Context: an optimization exercise on an open-source flow, tuned for small area, a short achievable clock period and few clock cycles. The choices shown serve that exercise and are no tape-out recipe.
Only simulation tests tie the RTL to the original design; equivalence was not proved.
Power is estimated from default activity; no workload was simulated.

## design/flow/config.mk

```make
export PLATFORM = sky130hd
export DESIGN_NAME = ordered_list_store
export DESIGN_NICKNAME = ordered_list_store
export VERILOG_FILES = /design/flow/design.v
export SDC_FILE = /design/flow/constraint.sdc
export NUM_CORES = 4
export LEC_CHECK = 0
export CAP_MARGIN = 20
export CELL_PAD_IN_SITES_DETAIL_PLACEMENT = 1
export CELL_PAD_IN_SITES_GLOBAL_PLACEMENT = 2
export CORE_MARGIN = 2
export CORE_UTILIZATION = 35
export SLEW_MARGIN = 20
```

## design/flow/constraint.sdc

```tcl
create_clock -name core_clock -period 5.0 [get_ports {i_clk}]
set_input_delay 1.0000 -clock core_clock [delete_from_list [all_inputs] [get_ports {i_clk}]]
set_output_delay 1.0000 -clock core_clock [all_outputs]
set_load 0.01 [all_outputs]
```

## design/flow/design.v

```verilog
`default_nettype none
package ols_pkg;
    localparam int DEPTH  = 32;
    localparam int CNT_W  = $clog2(DEPTH + 1);
    localparam int VAL_W  = 32;
    localparam int FLD_W  = 7;
    localparam int QD     = 3;
    localparam int CAP    = QD + 1;
    typedef logic signed [VAL_W-1:0] t_value;
    typedef enum logic [1:0] {
        KIND_INSERT = 2'd0,
        KIND_DELETE = 2'd1,
        KIND_SEARCH = 2'd2
    } t_kind;
    typedef enum logic [1:0] {
        ST_OK    = 2'd0,
        ST_RANGE = 2'd1,
        ST_FULL  = 2'd2
    } t_status;
    localparam int RES_W  = 2 + 2 * CNT_W;
endpackage
`default_nettype wire
`default_nettype none
module ols_cell (
    input  wire logic               i_clk,
    input  wire logic               i_load,     
    input  wire logic               i_left,     
    input  wire logic               i_right,    
    input  wire ols_pkg::t_value    i_val,
    input  wire ols_pkg::t_value    i_ldata,
    input  wire ols_pkg::t_value    i_rdata,
    output ols_pkg::t_value         o_data,
    output logic                    o_eq
);
    ols_pkg::t_value r_data;
    logic            w_hold;
    assign w_hold = !(i_load || i_left || i_right);
    always_ff @(posedge i_clk) begin
        r_data <= ({ols_pkg::VAL_W{i_load}}  & i_val)
                | ({ols_pkg::VAL_W{i_left}}  & i_ldata)
                | ({ols_pkg::VAL_W{i_right}} & i_rdata)
                | ({ols_pkg::VAL_W{w_hold}}  & r_data);
    end
    assign o_data = r_data;
    assign o_eq   = (r_data == i_val);
endmodule
`default_nettype wire
`default_nettype none
module ols_find (
    input  wire logic [ols_pkg::DEPTH-1:0]  i_match,
    output logic      [ols_pkg::CNT_W-1:0]  o_found
);
    always_comb begin
        o_found = '0;
        for (int i = ols_pkg::DEPTH - 1; i >= 0; i--) begin
            if (i_match[i]) begin
                o_found = ols_pkg::CNT_W'(i + 1);
            end
        end
    end
endmodule
`default_nettype wire
`default_nettype none
module ordered_list_store (
    input  wire logic                       i_clk,
    input  wire logic                       i_rst_n,
    input  wire logic                       i_in_valid,
    output logic                            o_in_stall,
    input  wire logic [1:0]                 i_kind,
    input  wire logic [ols_pkg::FLD_W-1:0]  i_position,
    input  wire ols_pkg::t_value            i_value,
    output logic                            o_out_valid,
    input  wire logic                       i_out_stall,
    output logic [1:0]                      o_status,
    output logic [ols_pkg::FLD_W-1:0]       o_found_at,
    output logic [ols_pkg::FLD_W-1:0]       o_length
);
    localparam int DEPTH = ols_pkg::DEPTH;
    localparam int CNT_W = ols_pkg::CNT_W;
    localparam int FLD_W = ols_pkg::FLD_W;
    localparam int QD    = ols_pkg::QD;
    logic               r_stall;
    logic [2:0]         r_owed;       
    logic               w_acc;
    logic               w_take;
    assign o_in_stall = r_stall;
    assign w_acc      = i_rst_n && i_in_valid && !r_stall;
    logic               r_a_valid;
    logic [1:0]         r_a_kind;
    logic [FLD_W-1:0]   r_a_pos;
    ols_pkg::t_value    r_a_val;
    always_ff @(posedge i_clk) begin
        r_a_valid <= w_acc;
        r_a_kind  <= i_kind;
        r_a_pos   <= i_position;
        r_a_val   <= i_value;
    end
    logic [CNT_W-1:0]   r_count;
    logic [CNT_W-1:0]   w_count;
    logic               w_pzero;
    logic               w_full;
    logic               w_ins;
    logic               w_del;
    logic               w_srch;
    logic               w_ins_rng;
    logic               w_del_rng;
    logic               w_ins_sh;
    logic               w_del_sh;
    ols_pkg::t_status   w_a_status;
    assign w_pzero   = (r_a_pos == '0);
    assign w_full    = (r_count == CNT_W'(DEPTH));
    assign w_ins     = (r_a_kind == ols_pkg::KIND_INSERT);
    assign w_del     = (r_a_kind == ols_pkg::KIND_DELETE);
    assign w_srch    = (r_a_kind == ols_pkg::KIND_SEARCH);
    assign w_ins_rng = w_pzero || ({1'b0, r_a_pos} > {2'b0, r_count} + 8'd1);
    assign w_del_rng = w_pzero || ({1'b0, r_a_pos} > {2'b0, r_count});
    assign w_ins_sh  = r_a_valid && w_ins && !w_pzero && !w_full;
    assign w_del_sh  = r_a_valid && w_del && !w_pzero;
    always_comb begin
        w_count    = r_count;
        w_a_status = ols_pkg::ST_OK;
        if (w_ins) begin
            if (w_ins_rng) begin
                w_a_status = ols_pkg::ST_RANGE;
            end else if (w_full) begin
                w_a_status = ols_pkg::ST_FULL;
            end else begin
                w_count = r_count + 1'b1;
            end
        end else if (w_del) begin
            if (w_del_rng) begin
                w_a_status = ols_pkg::ST_RANGE;
            end else begin
                w_count = r_count - 1'b1;
            end
        end else if (!w_srch) begin
            w_a_status = ols_pkg::ST_RANGE;
        end
    end
    always_ff @(posedge i_clk) begin
        if (!i_rst_n) begin
            r_count <= '0;
        end else if (r_a_valid) begin
            r_count <= w_count;
        end
    end
    logic [DEPTH-1:0]                         w_load;
    logic [DEPTH-1:0]                         w_left;
    logic [DEPTH-1:0]                         w_right;
    logic [DEPTH-1:0]                         w_live;
    logic [DEPTH-1:0]                         w_eq;
    logic [DEPTH-1:0][ols_pkg::VAL_W-1:0]     w_data;
    always_comb begin
        for (int i = 0; i < DEPTH; i++) begin
            w_load[i]  = w_ins_sh && (r_a_pos == FLD_W'(i + 1));
            w_left[i]  = w_ins_sh && (r_a_pos <= FLD_W'(i)) && (i != 0);
            w_right[i] = w_del_sh && (r_a_pos <= FLD_W'(i + 1)) && (i != DEPTH - 1);
            w_live[i]  = w_srch && (CNT_W'(i) < r_count);
        end
    end
    for (genvar i = 0; i < DEPTH; i++) begin : g_cell
        ols_pkg::t_value w_l;
        ols_pkg::t_value w_r;
        if (i == 0) begin : g_first
            assign w_l = r_a_val;
        end else begin : g_mid_l
            assign w_l = w_data[i-1];
        end
        if (i == DEPTH - 1) begin : g_last
            assign w_r = w_data[i];
        end else begin : g_mid_r
            assign w_r = w_data[i+1];
        end
        ols_cell u_cell (
            .i_clk   (i_clk),
            .i_load  (w_load[i]),
            .i_left  (w_left[i]),
            .i_right (w_right[i]),
            .i_val   (r_a_val),
            .i_ldata (w_l),
            .i_rdata (w_r),
            .o_data  (w_data[i]),
            .o_eq    (w_eq[i])
        );
    end
    logic               r_b_valid;
    ols_pkg::t_status   r_b_status;
    logic [CNT_W-1:0]   r_b_length;
    logic [DEPTH-1:0]   r_b_match;
    logic [CNT_W-1:0]   w_found;
    logic [ols_pkg::RES_W-1:0] w_res;
    always_ff @(posedge i_clk) begin
        r_b_valid  <= i_rst_n && r_a_valid;
        r_b_status <= w_a_status;
        r_b_length <= w_count;
        r_b_match  <= w_eq & w_live;
    end
    ols_find u_find (
        .i_match (r_b_match),
        .o_found (w_found)
    );
    assign w_res = {r_b_status, w_found, r_b_length};
    logic               r_out_valid;
    logic [ols_pkg::RES_W-1:0] r_out;
    logic [QD-1:0][ols_pkg::RES_W-1:0] r_q;
    logic [QD-1:0]      r_rd;         
    logic [QD-1:0]      r_wr;         
    logic [1:0]         r_occ;        
    logic               w_out_free;
    logic               w_have;
    logic               w_qne;
    logic [ols_pkg::RES_W-1:0] w_head;
    assign w_qne      = (r_occ != 2'd0);
    assign w_out_free = !r_out_valid || !i_out_stall;
    assign w_take     = r_out_valid && !i_out_stall;
    assign w_have     = w_qne || r_b_valid;
    always_comb begin
        w_head = w_res;
        for (int k = 0; k < QD; k++) begin
            if (w_qne && r_rd[k]) begin
                w_head = r_q[k];
            end
        end
    end
    always_ff @(posedge i_clk) begin
        if (w_out_free) begin
            r_out <= w_head;
        end
        for (int k = 0; k < QD; k++) begin
            if (r_b_valid && r_wr[k]) begin
                r_q[k] <= w_res;
            end
        end
    end
    always_ff @(posedge i_clk) begin
        if (!i_rst_n) begin
            r_out_valid <= 1'b0;
            r_rd        <= QD'(1);
            r_wr        <= QD'(1);
            r_occ       <= '0;
        end else begin
            if (w_out_free) begin
                r_out_valid <= w_have;
            end
            if (w_out_free && w_have) begin
                r_rd <= {r_rd[QD-2:0], r_rd[QD-1]};
            end
            if (r_b_valid) begin
                r_wr <= {r_wr[QD-2:0], r_wr[QD-1]};
            end
            r_occ <= r_occ + 2'(r_b_valid) - 2'(w_out_free && w_have);
        end
    end
    always_ff @(posedge i_clk) begin
        if (!i_rst_n) begin
            r_owed  <= '0;
            r_stall <= 1'b0;
        end else begin
            r_owed  <= r_owed + 3'(w_acc) - 3'(w_take);
            r_stall <= ((r_owed == 3'(ols_pkg::CAP)) && !w_take)
                    || ((r_owed == 3'(ols_pkg::CAP - 1)) && w_acc && !w_take);
        end
    end
    assign o_out_valid = r_out_valid;
    assign o_status    = r_out[2*CNT_W +: 2];
    assign o_found_at  = FLD_W'(r_out[CNT_W +: CNT_W]);
    assign o_length    = FLD_W'(r_out[0 +: CNT_W]);
endmodule
`default_nettype wire
```

## design/flow/run.sh

```bash
#!/bin/bash
# synth_recipe.tcl (not shown) runs the flow's synth.tcl, then flattens the netlist and writes it again
# the make line also repeats each setting of config.mk as NAME=value (left out here)
make -C /OpenROAD-flow-scripts/flow DESIGN_CONFIG=/design/flow/config.mk WORK_HOME=/design/flow/orfs CLKGATE_MAP_FILE= SYNTH_SCRIPT=/design/flow/synth_recipe.tcl finish
```

==> summary.md <==
| Metric | Value |
|---|---|
| Synth unique cells | 83 |
| Total power | 23.5 mW |
| Initial DRC Count | 8890 |
| Hold/Removal Path Class | flop to flop |
| Crit path time final | 3.88 ns |
| Ys async rst share | 0% |
| CP arrival | 4.56 ns |
| Site Rows | 151 |
| Initial core utilization | 35.3% |
| Worst Path Class, Setup | flop to flop |
| Slew margin rel. | 26.5% |
| Vias in the first global route | 56185 |
| Hpwl dp | 220 mm |
| Commonest register cell after synthesis | dfxtp_1 |
| DR vias | 57464 |
| Postcts setup bufs | 0 |
| Die area | 174000 µm² |
| Tightest Pin Transition | 1.09 ns |
| Antenna violations before repair | 13 |
| CTS sink cnt | 1182 |
| EDFF count, synth | 56 |
| Total of cells resized after clock tree synthesis | 0 |
| Chip Width | 417 µm |
| Drt drc | 0 |
| Leakage | 26.9 nW |
| Worst-skew pair later-pin latency | 0.81 ns |
| GP Congestion | 0.884 |
| Final setup violation count | 0 |
| Worst setup SP type | flop |
| Fill count | 19179 |
| Req. time, crit path | 5.68 ns |
| Setup Slack @ Placement | 1.13 ns |
| Sum Neg Setup Slack | 0 ns |
| Initial DRT Pass Iterations | 13 |
| Commonest non-fill, non-tap cell in the layout | nand2_1 |
| Root Buffer | clkbuf_16 |
| Synthesized area per cell | 8.86 µm² |
| Clk slew on worst S/H paths | 0.06 ns |
| Pwr Density | 345 nW/µm² |
| Port-buffer cells | 60 |
| Fraction of layout cells with a size suffix above 1 | 10.0% |
| Worst setup EP type | flop |
| Status | finished clean |
| CORE AREA | 169000 µm² |
| Cells after synthesis | 6743 |
| Critical Path Fanout Max | 35 |
| Final Slew Violations | 0 |
| Worst VDD drop | 339 µV |
| Mapped cell area | 59800 µm² |
| R2R depth | 11 |
| Max Fclk | 258 MHz |
| TritonCTS clock tree | yes |
| Grt ovf | 0 |
| Largest net degree at the start of global routing | 65 |
| I/O pin cnt | 63 |
| Yosys Warn Count | 3 |
| Global-route wire length before repair | 437 mm |
| Area Overhead vs Synth | 13.9% |
| Reg2reg setup slack | 1.12 ns |
| Max_cap viols | 0 |
| Placed cells | 8642 |
| Worst hold start | r_wr[0] |
| #FFs+latches synth | 1182 |
| Crit path launch | r_a_pos[1] |
| CTS Buf Count | 149 |
| Final period utilization | 77.6% |
| Register area | 24300 µm² |
| Max clock buf depth | 3 |
| Number of cells on the worst hold path | 1 |
| Routed vias/inst | 6.44 |
| Critical R2R Launch | r_a_pos[1] |
| Final hold vios | 0 |
| RSZ-0062 raised after global routing | false |
| Die Ht | 417 µm |
| Nets | 6641 |
| Hold buffers post-CTS | 0 |
| Total track usage | 34.2% |
| DRT antenna net count | 0 |
| Avg WL per Cell | 34.3 µm |
| Routed WL | 306 mm |
| Non-filler cells, final | 8918 |
| Clk_skew | 0.0270 ns |
| Multi-input gate area in the final layout | 33200 µm² |
| PnR worst setup slack | 1.12 ns |
| CTS HTree Levels | 4 |
| Most frequent cells in the layout | nand2_1, dfxtp_1, a222oi_1 |
| Register area share after synthesis | 40.5% |
## registers in the layout, summed over array words and instances (netlist names), 3 cells and up
register              cells
r_a_val                  32
r_q                      42
r_wr                      3
r_rd                      3
r_owed                    3
g_cell.u_cell.r_data   1024
r_a_pos                   7
r_out                    14
r_b_length                6
r_count                   6
r_b_match                32
## final timing paths
path                                        to
setup / recovery  g_cell[30].u_cell.r_data[29]
hold / removal                         r_wr[0]
setup reg to reg  g_cell[30].u_cell.r_data[29]
hold reg to reg                        r_wr[0]
## metal layers
metal	vias up	share of wire (%)	track usage, %
li1	24855	-	-
met1	29573	44	47.9
met2	2528	44	52.9
met3	502	7.1	4.85
met4	6	4.1	13.3
met5	-	0.012	0
## cell type report
| cell class | instances | share of cell area (%) |
|---|---|---|
| clock inverter | 39 | 0.525 |
| antenna | 4 | 0.0147 |
| sequential | 1182 | 35.7 |
| timing repair buffer | 335 | 4.04 |
| multi-input combinational | 4868 | 48.8 |
| clock buffer | 233 | 6.61 |
| tap | 2218 | 4.07 |
| inverter | 39 | 0.215 |
## synth_stat cells, drive strengths merged (71+ instances only)
cell type / instances / area (µm²)
xnor2: 510 / 4470
a221o: 261 / 2610
xor2: 517 / 4530
dfxtp: 1126 / 22500
clkbuf: 504 / 1890
a22oi: 153 / 1150
a222oi: 658 / 6590
buf: 151 / 732
nor2: 126 / 526
nand4: 131 / 820
a22o: 196 / 1720
a21oi: 118 / 598
nand2: 1706 / 6410
nor4: 160 / 1020
nor3: 71 / 429
## report_power, final
group          total [mW]  internal (mW)  switching [mW]  leakage [nW]
logic                2.03          0.796            1.23          14.9
clock network        11.0           6.38            4.57          2.40
registers            10.5           9.81           0.707          9.68
## worst max-delay path, cell delays in order (launching register included)
cell and delay [ns]:
dfxtp_1 0.92, nand2_1 0.55, nor2_2 0.20, buf_4 0.39, nand2_1 0.10, buf_4 0.27, nor2_2 0.18, buf_4 0.43
nor3_4 0.22, buf_4 0.31, nand2_1 0.09, nand2_1 0.05
## cell families after synthesis
| kind of cell | count (synthesis) | synth area share (%) |
|---|---|---|
| compound gates | 1497 | 22.6 |
| buf+inv | 694 | 4.63 |
| xor+xnor | 1027 | 15.0 |
| simple gates | 2317 | 16.7 |
| fa+ha+maj | 21 | 0.452 |
| other cells | 1 | 0.00627 |
| mux | 4 | 0.0670 |
| flops | 1182 | 40.5 |
## stage by stage
| stage | area (µm²) | utilization (%) | hold WS (ns) |
|---|---|---|---|
| 3_5_place_dp | 63200 | 37.3 | 0.447 |
| 3_3_place_gp | 63200 | 37.3 | 0.434 |
| 4_1_cts | 68100 | 40.2 | 0.460 |
| 5_1_grt | 68100 | 40.2 | 0.478 |
| 6_report | 68100 | 40.2 | 0.456 |
| 2_1_floorplan | 59800 | - | 0.427 |
Testbench counts, summed over its fixed seeds: cycles 12,024.

[re-timing with driven ports]
No port has a modelled driver above. Below, the same layout with a new extraction and two added sets of constraints. Step 1 assumes that a clkbuf_16 drives the clock port and a buf_2 every other input. Step 2 adds t to the input delays and takes it off the output delays; t is the mean of the earliest and latest rising clock arrival at the registers after step 1. Input paths then give back, and output paths get back, about the clock's delay inside the block. Slacks: no drivers / after step 1 / after step 2; pairs: no drivers / after step 1.
t, ns: 0.885
setup slack, ns: 1.121 / 1.121 / 1.121
hold slack, ns: 0.456 / 0.456 / 0.456
worst data-port slew with drivers (ns): 0.05
After both steps this run still meets setup and hold. The setup slack of this run moves by 0.000 ns with the drivers and by 0.000 ns with both steps.
